From an optimization exercise on the open Yosys and OpenROAD flow, aimed at small area and a short achievable clock period; shortcuts taken in it are not production practice. At most, simulation tests tie the RTL to the original design; equivalence was not proved. No functional check of the RTL was part of run 2. Power figures rest on the tool's default switching activity, not on a simulated workload.

## design/flow/design.v

```verilog
module cpu_trace_buffer #(
    parameter int unsigned DEPTH     = 64,
    parameter int unsigned POST_TRIG = 32,
    parameter int unsigned AW        = $clog2(DEPTH)
) (
    input  logic          clk,
    input  logic          rst,
    input  logic          arm,
    input  logic          force_trig,
    input  logic          trig_en,
    input  logic [15:0]   trig_pc,
    input  logic          trace_valid,
    input  logic [15:0]   trace_pc,
    input  logic [7:0]    trace_ir,
    input  logic [15:0]   trace_sp,
    input  logic [3:0]    trace_flags,
    input  logic          rd_en,
    output logic          rd_valid,
    output logic [43:0]   rd_data,
    output logic [1:0]    state,
    output logic [AW:0]   entries,
    output logic          done
);
    localparam int unsigned ENTRY_W = $bits(rd_data);
    typedef enum logic [1:0] {
        StIdle  = 2'd0,
        StArmed = 2'd1,
        StPost  = 2'd2,
        StDone  = 2'd3
    } state_e;
    state_e             state_q, state_d;
    logic [AW-1:0]      wr_ptr_q, wr_ptr_d;
    logic [AW-1:0]      post_cnt_q, post_cnt_d;
    logic [AW:0]        entries_q, entries_d;
    logic [AW-1:0]      rd_ptr;
    logic               capturing, wr_fire, rd_fire, trig_hit, entries_full;
    logic [ENTRY_W-1:0] wr_entry;
    logic [ENTRY_W-1:0] mem [DEPTH];
    assign capturing    = (state_q == StArmed) || (state_q == StPost);
    assign wr_fire      = !arm && capturing && trace_valid;
    assign rd_fire      = !arm && (state_q == StDone) && rd_en && (entries_q != '0);
    assign trig_hit     = (trig_en && trace_valid && (trace_pc == trig_pc)) || force_trig;
    assign entries_full = (entries_q == (AW+1)'(DEPTH));
    assign rd_ptr       = wr_ptr_q - entries_q[AW-1:0];
    assign wr_entry = {trace_pc, trace_ir, trace_sp, trace_flags};
    always_ff @(posedge clk or negedge rst) begin
        if (!rst) begin
            state_q    <= StIdle;
            wr_ptr_q   <= '0;
            post_cnt_q <= '0;
            entries_q  <= '0;
        end else begin
            state_q    <= state_d;
            wr_ptr_q   <= wr_ptr_d;
            post_cnt_q <= post_cnt_d;
            entries_q  <= entries_d;
        end
    end
    always_comb begin
        state_d    = state_q;
        wr_ptr_d   = wr_ptr_q;
        post_cnt_d = post_cnt_q;
        entries_d  = entries_q;
        if (arm) begin
            state_d    = StArmed;
            wr_ptr_d   = '0;
            post_cnt_d = '0;
            entries_d  = '0;
        end else begin
            if (wr_fire) begin
                wr_ptr_d = wr_ptr_q + AW'(1);
                if (!entries_full) begin
                    entries_d = entries_q + (AW+1)'(1);
                end
            end
            if (rd_fire) begin
                entries_d = entries_q - (AW+1)'(1);
            end
            unique case (state_q)
                StArmed: begin
                    if (trig_hit) begin
                        if (POST_TRIG == 0) begin
                            state_d = StDone;
                        end else begin
                            state_d    = StPost;
                            post_cnt_d = AW'(POST_TRIG);
                        end
                    end
                end
                StPost: begin
                    if (trace_valid) begin
                        post_cnt_d = post_cnt_q - AW'(1);
                        if (post_cnt_q == AW'(1)) begin
                            state_d = StDone;
                        end
                    end
                end
                default: ;
            endcase
        end
    end
    always_comb begin
        state = state_q;
        done  = (state_q == StDone);
    end
    assign entries = entries_q;
    always_ff @(posedge clk) begin
        if (wr_fire) begin
            mem[wr_ptr_q] <= wr_entry;
        end
    end
    always_ff @(posedge clk or negedge rst) begin
        if (!rst) begin
            rd_valid <= 1'b0;
            rd_data  <= '0;
        end else begin
            rd_valid <= rd_fire;
            if (rd_fire) begin
                rd_data <= mem[rd_ptr];
            end
        end
    end
endmodule
```

## design/flow/config.mk

```make
export PLATFORM = sky130hd
export DESIGN_NAME = cpu_trace_buffer
export DESIGN_NICKNAME = cpu_trace_buffer
export VERILOG_FILES = /design/flow/design.v
export SDC_FILE = /design/flow/constraint.sdc
export NUM_CORES = 4
export LEC_CHECK = 0
export CAP_MARGIN = 20
export CORE_MARGIN = 2
export CORE_UTILIZATION = 40
export SETUP_SLACK_MARGIN = 0.2
export SLEW_MARGIN = 20
```

## design/flow/run.sh

```bash
#!/bin/bash
# synth_recipe.tcl (not shown) runs the flow's synth.tcl, then flattens the netlist and writes it again
# the make line also repeats each setting of config.mk as NAME=value (left out here)
make -C /OpenROAD-flow-scripts/flow DESIGN_CONFIG=/design/flow/config.mk WORK_HOME=/design/flow/orfs CLKGATE_MAP_FILE= SYNTH_SCRIPT=/design/flow/synth_recipe.tcl finish
```

## design/flow/constraint.sdc

```tcl
create_clock -name core_clock -period 4.0 [get_ports {clk}]
set_input_delay 0.8000 -clock core_clock [delete_from_list [all_inputs] [get_ports {clk}]]
set_output_delay 0.8000 -clock core_clock [all_outputs]
set_load 0.01 [all_outputs]
```

==> results of run 1 <==
==> per-stage QoR <==
step	worst slack [ns]	hold WS, ns	cell area [um^2]	instances	total power [W]
detailed placement	-0.256	0.472	120000	8991	0.0615
finish	0.252	0.118	130000	9550	0.0889
global placement	-0.282	0.469	120000	8991	0.0615
global route	0.153	0.0973	130000	9547	0.0920
CTS	0.123	0.0787	130000	9535	0.0892
floorplan	0.113	0.504	111000	5121	0.0504
==> layout by cell type, fill, tap and decap left out, drive strengths merged, types with 3 or more instances in the layout <==
cell,n
a22o,43
bufinv,23
clkinvlp,8
xnor2,27
nand4,6
nand2b,5
nand3,137
o211ai,87
a21oi,57
nor3,6
clkbuf,395
nand2,285
buf,388
inv,21
mux2i,51
diode,8
o221ai,43
o41ai,43
o21ai,51
nand3b,3
dfrtp,66
mux4,703
a22oi,44
nor2b,4
o31ai,5
a21o,4
clkdlybuf4s50,76
edfxtp,2816
clkinv,109
ha,16
nor2,224
or3,48
xor2,8
==> cells in the mapped netlist (19+ instances only) <==
master    instances
edfxtp_1       2816
a22o_1           43
nand2_1         285
or3_1            48
o41ai_2          32
a21oi_1          57
mux4_2          703
o211ai_1         87
nor2_1          222
buf_1            19
buf_2            84
clkbuf_1        151
o221ai_1         43
nand3_1         137
buf_4            30
a22oi_1          44
o21ai_0          48
mux2i_1          51
xnor2_1          25
dfrtp_1          66
==> power by group through the flow <==
stage / Combinational (W) / Clock, W / Sequential (W)
2_1_floorplan: 0.0161 / 0 / 0.0343
3_3_place_gp: 0.0270 / 0 / 0.0345
3_5_place_dp: 0.0270 / 0 / 0.0345
4_1_cts: 0.0273 / 0.0281 / 0.0339
5_1_grt: 0.0289 / 0.0292 / 0.0339
6_report: 0.0274 / 0.0277 / 0.0339
==> worst paths after layout <==
path | slack (ns) | endpoint | start
worst min register to register | 0.48 | rd_data[20] | rd_data[20]
worst max-delay path | 0.25 | rd_data[9] | wr_ptr_q[0]
worst max register to register | 0.25 | rd_data[9] | wr_ptr_q[0]
max in group asynchronous | 2.51 | rd_data[16] | rst
min in group asynchronous | 0.45 | rd_data[30] | rst
worst min-delay path | 0.12 | mem[18][27] | trace_ir[7]
==> cell type report <==
cell class	instances	area [um^2]
well taps	3705	4640
diodes	8	20.0
fillers	22400	146000
repair buffers	466	5260
clock buffers	394	8330
clock inverters	144	1370
flip-flops and latches	2882	86200
multi-input cells	1934	24000
inverters	17	66.3
==> critical path, cell delays in order, from the launching register on <==
cell	delay, ns
dfrtp_2	0.41
inv_2	0.07
ha_4	0.16
fa_4	0.48
nand2b_4	0.18
a21boi_4	0.26
xnor2_4	0.27
buf_12	0.31
mux2i_1	0.12
o211ai_1	0.51
o221ai_1	0.39
o41ai_2	0.41
==> cell families (layout without fill, tap and decap cells) <==
kind of cell,Yosys count,after routing,share of synthesized area (%)
AOI/OAI and AO/OA,396,396,2.82
buffers and inverters,305,1021,1.26
muxes,756,756,14.8
and+or+nand+nor,729,729,2.83
DFF,2882,2882,77.8
adders and majority gates,18,18,0.217
xor gates and xnor gates,35,35,0.307
other,0,8,0
==> routing by layer <==
metal / GRT usage (%) / vias to the layer above / routed length, um
met3: 4.14 / 485 / 25800
met5: 0 / - / 26
met1: 30.3 / 30500 / 125000
li1: - / 22500 / -
met4: 5.87 / 4 / 8260
met2: 33.6 / 2491 / 142000
==> registers in the layout (all words and copies together), names as in the netlist <==
| name | flops |
|---|---|
| rd_data | 44 |
| mem | 2816 |
| state_q | 2 |
| rd_valid | 1 |
| entries_q | 7 |
| post_cnt_q | 6 |
| wr_ptr_q | 6 |
==> what timing repair did <==
item / in CTS / in global routing
hold buffers: 1 / 0
endpoints found under the setup margin: 9 / 36
resized for setup: 21 / 20
cloned: 0 / 1
setup buffers: 5 / 6
pin swaps: 3 / 8
hold endpoints to repair: 38 / 0
==> run_results.csv, run 1 <==
group,metric,value,unit
sta,rsz0062_at_grt,"yes",
global_route,grt_max_degree,68,
yosys,ys_seq_elements,2882,
yosys,synthDistinctLibCells,64,
sta,max_freq,267,MHz
power_and_ir_drop,leakage,41.2,nW
clocking,clkSinkCount,2882,
route,post_drt_wl_per_cell,31.5,um
route,antenna_left,0,
power_and_ir_drop,p_sw,0.0274,W
critical_path,ff2ff_path_depth,11,
yosys,synth_area_leaders,"edfxtp_1 76%, mux4_2 14%, dfrtp_1 1.5%",
yosys,netlist_area,111000,um^2
critical_path,crit_type,"reg -> reg",
floorplanning,start_util,40.1,%
power_and_ir_drop,internal-power,0.0616,W
power_and_ir_drop,peakVddDrop,0.559,mV
clocking,root_buffer,"clkbuf_16",
clocking,cts_tree,"yes",
run,drv_cap,0,
route,drc,0,
worst_hold_path,hold_class,"in -> reg",
power_and_ir_drop,sw_frac_of_total,30.8,%
critical_path,crit_fanout,47,
sta,setup_tns,0,ns
sta,hold_viol,0,
clocking,numCtsBuffers,312,
sta,period_minus_slack,3.75,ns
worst_hold_path,min_path_cells,1,
route,drt_wl_total,301,mm
yosys,postSynth.asyncResetShare,2.29,%
route,via_count,55900,
clocking,clk_latency,0.95,ns
sta,fin_crit_sh,93.7,%
floorplanning,rows,193,
critical_path,arrival,4.57,ns
floorplanning,dieHeight,530,um
critical_path,cp-start-kind,"register",
floorplanning,dieWidth,530,um
power_and_ir_drop,power_frac_comb,30.8,%
placement,dp_hpwl,167,mm
sta,fin_skew,0.0908,ns
yosys,yosysSeqAreaShare,77.8,%
yosys,synth_ff_type,"edfxtp_1",
sta,worst_slew_pin_slew,1.07,ns
yosys,syn_area_per_cell,21.6,um^2
route,via_per_inst,5.86,
yosys,synth_top_area_cell,"edfxtp_1",
final_layout,drive_gt1_share,28.7,%
global_route,grt_pass1_wl,424,mm
route,dr.pass1.iters,6,
sta,slew_viol_final,0,
power_and_ir_drop,clkPwrFrac,31.1,%
global_route,gr-total-overflow,0,
global_route,grt_antenna_before_repair,12,
final_layout,post-route-util,47.1,%
final_layout,nets,5698,
clocking,cts_max_path_buffers,4,
floorplanning,core_area,276000,um^2
final_layout,synthToLayoutAreaGrowth,17.2,%
power_and_ir_drop,p_per_area,685,nW/um^2
critical_path,cp-end-kind,"register",
critical_path,crit_required,4.82,ns
global_route,grt_pass1_vias,56100,
clocking,clkTransAtPathRegs,0.06,ns
floorplanning,die_area,281000,um^2
clocking,ctsHtreeMaxLevel,5,
route,first_iter_violations,6753,
placement,portBuffers,121,
power_and_ir_drop,seqPwrFrac,38.1,%
floorplanning,io_pins,122,
sta,max_slew_margin,28.6,%
yosys,synth-edff-count,2816,
yosys,synthCells,5121,
run_status,status,"timing/DRC/antenna clean",
placement,routabilityCongestion,0.824,
sta,setup_viol_count_final,0,
yosys,syn-num-nets,5206,
global_route,grt_usage,21.3,%
yosys,ys_warn_count,1,
yosys,synth.top_cell.area_share,76.3,%
==> run 2, diff against run 1 <==
==> design/flow/design.v (replaced) <==
module cpu_trace_buffer #(
    parameter int unsigned DEPTH     = 64,
    parameter int unsigned POST_TRIG = 32,
    parameter int unsigned AW        = $clog2(DEPTH)
) (
    input  logic          clk,
    input  logic          rst,
    input  logic          arm,
    input  logic          force_trig,
    input  logic          trig_en,
    input  logic [15:0]   trig_pc,
    input  logic          trace_valid,
    input  logic [15:0]   trace_pc,
    input  logic [7:0]    trace_ir,
    input  logic [15:0]   trace_sp,
    input  logic [3:0]    trace_flags,
    input  logic          rd_en,
    output logic          rd_valid,
    output logic [43:0]   rd_data,
    output logic [1:0]    state,
    output logic [AW:0]   entries,
    output logic          done
);
    localparam int unsigned ENTRY_W = $bits(rd_data);
    localparam int unsigned RD_LO   = (POST_TRIG >= 2) ? POST_TRIG - 2 : 0;
    localparam int unsigned PW      = (POST_TRIG > 1) ? $clog2(POST_TRIG) : 1;
    localparam logic [1:0] StIdle  = 2'd0;
    localparam logic [1:0] StArmed = 2'd1;
    localparam logic [1:0] StPost  = 2'd2;
    localparam logic [1:0] StDone  = 2'd3;
    logic [1:0]         state_q, state_d;
    logic               done_q, done_d;
    logic [AW:0]        entries_q, entries_d;
    logic [PW-1:0]      post_q, post_d;
    logic [AW-1:0]      oldest_q, oldest_d;    
    logic [AW-1:0]      sel_q, sel_d;          
    logic               shift_q, shift_d;
    logic               rd_valid_q;
    logic [ENTRY_W-1:0] din_q;
    logic [ENTRY_W-1:0] rd_q, rd_next;
    logic [DEPTH*ENTRY_W-1:0] buf_q;
    logic               capturing, wr_fire, rd_fire, trig_hit, full, grow, post_last;
    logic [ENTRY_W-1:0] wr_entry;
    assign wr_entry = {trace_pc, trace_ir, trace_sp, trace_flags};
    assign capturing = (state_q == StArmed) || (state_q == StPost);
    assign wr_fire   = !arm && capturing && trace_valid;
    assign rd_fire   = !arm && (state_q == StDone) && rd_en && (entries_q != '0);
    assign trig_hit  = (trig_en && trace_valid && (trace_pc == trig_pc)) || force_trig;
    assign full      = entries_q[AW];
    assign grow      = wr_fire && !full;
    assign post_last = (post_q == PW'(POST_TRIG - 1));
    always_comb begin
        state_d = state_q;
        done_d  = done_q;
        if (arm) begin
            state_d = StArmed;
            done_d  = 1'b0;
        end else begin
            unique case (state_q)
                StArmed: begin
                    if (trig_hit) begin
                        if (POST_TRIG == 0) begin
                            state_d = StDone;
                            done_d  = 1'b1;
                        end else begin
                            state_d = StPost;
                        end
                    end
                end
                StPost: begin
                    if (trace_valid && post_last) begin
                        state_d = StDone;
                        done_d  = 1'b1;
                    end
                end
                default: ;
            endcase
        end
    end
    always_comb begin
        entries_d = entries_q;
        if (arm) begin
            entries_d = '0;
        end else if (grow) begin
            entries_d = entries_q + (AW+1)'(1);
        end else if (rd_fire) begin
            entries_d = entries_q - (AW+1)'(1);
        end
    end
    always_comb begin
        post_d = post_q;
        if (arm) begin
            post_d = '0;
        end else if (state_q == StPost && trace_valid) begin
            post_d = post_q + PW'(1);
        end
    end
    always_comb begin
        oldest_d = oldest_q;
        if (arm) begin
            oldest_d = '1;
        end else if (grow) begin
            oldest_d = oldest_q + AW'(1);
        end
    end
    assign shift_d = wr_fire || rd_fire;
    assign sel_d   = ((wr_fire && full) || rd_fire) ? oldest_q - AW'(1) : oldest_q;
    always_ff @(posedge clk or negedge rst) begin
        if (!rst) begin
            state_q    <= StIdle;
            done_q     <= 1'b0;
            entries_q  <= '0;
            rd_valid_q <= 1'b0;
        end else begin
            state_q    <= state_d;
            done_q     <= done_d;
            entries_q  <= entries_d;
            rd_valid_q <= rd_fire;
        end
    end
    always_ff @(posedge clk) begin
        post_q   <= post_d;
        oldest_q <= oldest_d;
        sel_q    <= sel_d;
        shift_q  <= shift_d;
        din_q    <= wr_entry;
        rd_q     <= rd_next;
    end
    always_ff @(posedge clk) begin
        if (shift_q) begin
            buf_q <= {buf_q[(DEPTH-1)*ENTRY_W-1:0], din_q};
        end
    end
    always_comb begin
        rd_next = '0;
        for (int k = RD_LO; k < DEPTH; k++) begin
            if (sel_q == AW'(k)) begin
                rd_next = rd_next | buf_q[k*ENTRY_W +: ENTRY_W];
            end
        end
    end
    assign state    = state_q;
    assign done     = done_q;
    assign entries  = entries_q;
    assign rd_valid = rd_valid_q;
    assign rd_data  = rd_q;
endmodule
--- a/design/flow/config.mk
+++ b/design/flow/config.mk
@@ -8,5 +8,5 @@
 export CAP_MARGIN = 20
 export CORE_MARGIN = 2
-export CORE_UTILIZATION = 40
-export SETUP_SLACK_MARGIN = 0.2
+export CORE_UTILIZATION = 55
+export SETUP_SLACK_MARGIN = 2.2
 export SLEW_MARGIN = 20
==> run 2 against run 1 <==
  * Cell count is 15% lower
  * Wire length is 15% lower
  * Worst setup slack better by 1.1 ns
  * Non-clock buffer count is 250 higher
  * Combinational power is 45% lower
  * First-iteration DRC count is 38% higher
  * Register-to-register slack better by 1.1 ns
  * Count of clock-buffer cells in the layout is 13 higher
  * Clock power is 3% lower
  * Synthesized cell count is 8.4% lower
  * Total power is 2.0% lower
  * Utilization is 22 points higher
  * Critical endpoint is now rd_q[15]
  * Largest power group unchanged
==> run_results.csv, run 2 <==
group,metric,value,unit
run_status,status,"timing/DRC/antenna clean",
power_and_ir_drop,peakVddDrop,0.409,mV
final_layout,largestRegisters,"buf_q (2816), din_q (44), rd_q (44)",
sta,fin_skew,0.0503,ns
sta,max_freq,382,MHz
floorplanning,core_area,178000,um^2
floorplanning,io_pins,122,
final_layout,final_common_cell,"edfxtp_1",
yosys,synth.top_cell.area_share,85.9,%
sta,period_minus_slack,2.62,ns
route,first_iter_violations,9291,
placement,portBuffers,121,
final_layout,top_register,"buf_q",
power_and_ir_drop,power,0.0872,W
floorplanning,dieHeight,427,um
floorplanning,die_area,182000,um^2
power_and_ir_drop,leakage,42.4,nW
floorplanning,dieWidth,427,um
yosys,yosysSeqAreaShare,88.3,%
route,antenna_left,0,
global_route,gr-total-overflow,0,
sta,setup_tns,0,ns
route,drt_wl_total,255,mm
clocking,cts_tree,"yes",
critical_path,cp-end-kind,"register",
final_layout,fillerInstances,11000,
yosys,synth_area_leaders,"edfxtp_1 86%, and3_1 3.0%, a22oi_1 2.6%",
global_route,busiest_layer,"met2",
placement,routabilityCongestion,0.883,
critical_path,max_stage_delay,0.56,ns
yosys,yosysMostFrequentCell,"edfxtp_1",
route,dr.pass1.iters,6,
yosys,syn_area_per_cell,21.0,um^2
yosys,synth_ff_type,"edfxtp_1",
route,post_drt_wl_per_cell,31.3,um
route,via_per_inst,6.45,
placement,dp_hpwl,121,mm
global_route,grt_antenna_before_repair,27,
worst_hold_path,hold_class,"in -> reg",
sta,hold_viol,0,
sta,fin_crit_sh,65.4,%
yosys,ys_warn_count,1,
global_route,use_met2,38.4,%
final_layout,largest_reg_flops,2816,
yosys,synth-edff-count,2816,
critical_path,crit_fanout,6,
clocking,root_buffer,"clkbuf_16",
clocking,numCtsBuffers,306,
floorplanning,rows,155,
run,drv_cap,0,
global_route,grt_usage,26.6,%
clocking,clkTransAtPathRegs,0.06,ns
power_and_ir_drop,sw_frac_of_total,27.1,%
sta,worst_slew_pin_slew,0.888,ns
power_and_ir_drop,seqPwrFrac,51.8,%
sta,slew_viol_final,0,
yosys,synth_common_cells,"2816 x edfxtp_1, 471 x and3_1, 345 x a22oi_1",
yosys,synthDistinctLibCells,62,
yosys,synth_top_area_cell,"edfxtp_1",
final_layout,drive_gt1_share,25.8,%
sta,setup_viol_count_final,0,
critical_path,crit_type,"reg -> reg",
sta,rsz0062_at_grt,"yes",
global_route,grt_pass1_wl,346,mm
route,drc,0,
critical_path,cp_cell_sequence,"buf_6, nand4b_1, buf_4, buf_6, nor2_4, buf_8, buf_4, a22oi_1, nand4_1, or4_4",
final_layout,nets,5596,
clocking,clk_latency,0.93,ns
final_layout,synthToLayoutAreaGrowth,24.1,%
yosys,ys_seq_elements,2933,
clocking,cts_max_path_buffers,4,
sta,max_slew_margin,40.7,%
yosys,syn-num-nets,4771,
final_layout,final_cell_mix,"2816 x edfxtp_1, 412 x and3_1, 328 x clkbuf_16",
critical_path,arrival,3.40,ns
critical_path,cp-start-kind,"register",
power_and_ir_drop,power_frac_comb,17.4,%
clocking,clkSinkCount,2933,
floorplanning,start_util,55.3,%
critical_path,crit_required,4.78,ns
power_and_ir_drop,p_sw,0.0237,W
route,via_count,52400,
yosys,netlist_area,98500,um^2
critical_path,critPathSlowestCell,"or4_4",
global_route,grt_use_met3,6.65,%
global_route,grtUsageMet1,38.4,%
global_route,grt_pass1_vias,48900,
global_route,grt_max_degree,144,
clocking,ctsHtreeMaxLevel,5,
yosys,synthCells,4691,
yosys,postSynth.asyncResetShare,0.375,%
power_and_ir_drop,internal-power,0.0635,W
power_and_ir_drop,clkPwrFrac,30.8,%
power_and_ir_drop,p_per_area,713,nW/um^2
run 2: changes by cell type after synthesis, sizes merged, moves of 74 or more:
| cell | change |
|---|---|
| and3 | +469 |
| mux4 | -703 |
| nand2 | -212 |
| nor2 | -181 |
| nand4 | +74 |
| a22oi | +301 |
| a2111oi | +140 |
| dfxtp | +106 |
| buf | -107 |
| o211ai | -87 |
run 2: cell families (layout without fill, tap and decap cells):
group,Yosys count,after routing,share of synthesized area [%]
other,0,23,0
buffers and inverters,228,1263,0.943
and+or+nand+nor,864,883,5.26
muxes,2,2,0.0216
xor gates and xnor gates,29,29,0.258
DFF,2933,2933,88.3
AOI/OAI and AO/OA,622,622,5.05
adders and majority gates,13,13,0.173
run 2: power groups by stage:
stage | combinational [W] | sequential (W) | clock, W
2_1_floorplan | 0.00281 | 0.0415 | 0
3_3_place_gp | 0.00971 | 0.0453 | 0
3_5_place_dp | 0.00990 | 0.0455 | 0
4_1_cts | 0.0130 | 0.0451 | 0.0271
5_1_grt | 0.0155 | 0.0457 | 0.0284
6_report | 0.0152 | 0.0452 | 0.0268
run 2: final timing paths:
| kind | start | end | slack (ns) | depth (start not counted) |
|---|---|---|---|---|
| setup reg to reg | sel_q[4] | rd_q[15] | 1.38 | 10 |
| min in group asynchronous | rst | state_q[1] | 0.24 | 1 |
| hold / removal | trace_pc[6] | din_q[34] | 0.17 | 1 |
| max in group asynchronous | rst | entries_q[2] | 3.35 | 1 |
| hold reg to reg | buf_q[713] | buf_q[757] | 0.38 | 0 |
| setup / recovery | sel_q[4] | rd_q[15] | 1.38 | 10 |
run 2: per-layer routing:
layer,part of all wire [%],vias to the layer above,wire length [um]
met3,14,931,36000
met4,6.0,14,15200
li1,-,21200,-
met2,43,3993,110000
met1,37,26200,93200
met5,0.033,-,84
run 2: cell type report:
cell class,count,area [um^2],area share (%)
sequential,2933,87100,71.2
multi-input combinational,1549,14100,11.5
timing repair buffer,716,8690,7.11
clock buffer,407,8330,6.81
tap,2355,2950,2.41
clock inverter,130,972,0.795
antenna,23,57.6,0.0471
inverter,10,40.0,0.0327
run 2: stage by stage:
stage	setup WS (ns)	hold WS [ns]	cells	util, %	instance area [um^2]
floorplan	-16.11	0.386	4691	-	98500
global placement	0.345	0.386	7164	58.5	104000
detailed placement	0.329	0.389	7165	58.5	104000
CTS	1.44	0.106	7956	66.5	119000
global route	1.29	0.132	8103	68.6	122000
finish	1.38	0.166	8123	68.6	122000
run 2: timing repair:
action,4_1_cts,5_1_grt
pin swaps,99,162
gates cloned,43,20
setup endpoints to repair,2775,117
endpoints found under the hold margin,0,0
hold buffers,0,0
buffers inserted,211,124
resized for setup,864,354
run 2: worst max-delay path, delay by kind of cell (launching register included):
family / cells / cell delay (ns)
and+or+nand+nor: 4 / 1.03
buffers and inverters: 5 / 0.75
DFF: 1 / 0.47
AOI/OAI and AO/OA: 1 / 0.20

==> re-timing with driven ports <==
In the flow no input, the clock included, has a driving cell. The finished layouts below were timed again as built, in two steps.
Step 1 sets driving cells, clkbuf_16 on the clock port and buf_2 on the other inputs (assumed; they add their load-dependent delay and slew).
Step 2 times the ports against the registers' clock, not the clock port: input delays grow and output delays shrink by t, the midpoint of the rising clock arrivals with the driver on.
Slacks: no drivers / after step 1 / after step 2; pairs: no drivers / after step 1.
run | shift t [ns] | setup slack, ns | worst slew at a driven data input, ns
run 1 | 1.022 | 0.252 / 0.252 / 0.252 | 0.19
run 2 | 0.998 | 1.383 / 1.383 / 0.788 | 0.05
After both steps setup and hold are still met in every run listed. The setup slack of run 2, which loses most, moves by 0.000 ns with the drivers and by -0.595 ns with both steps.
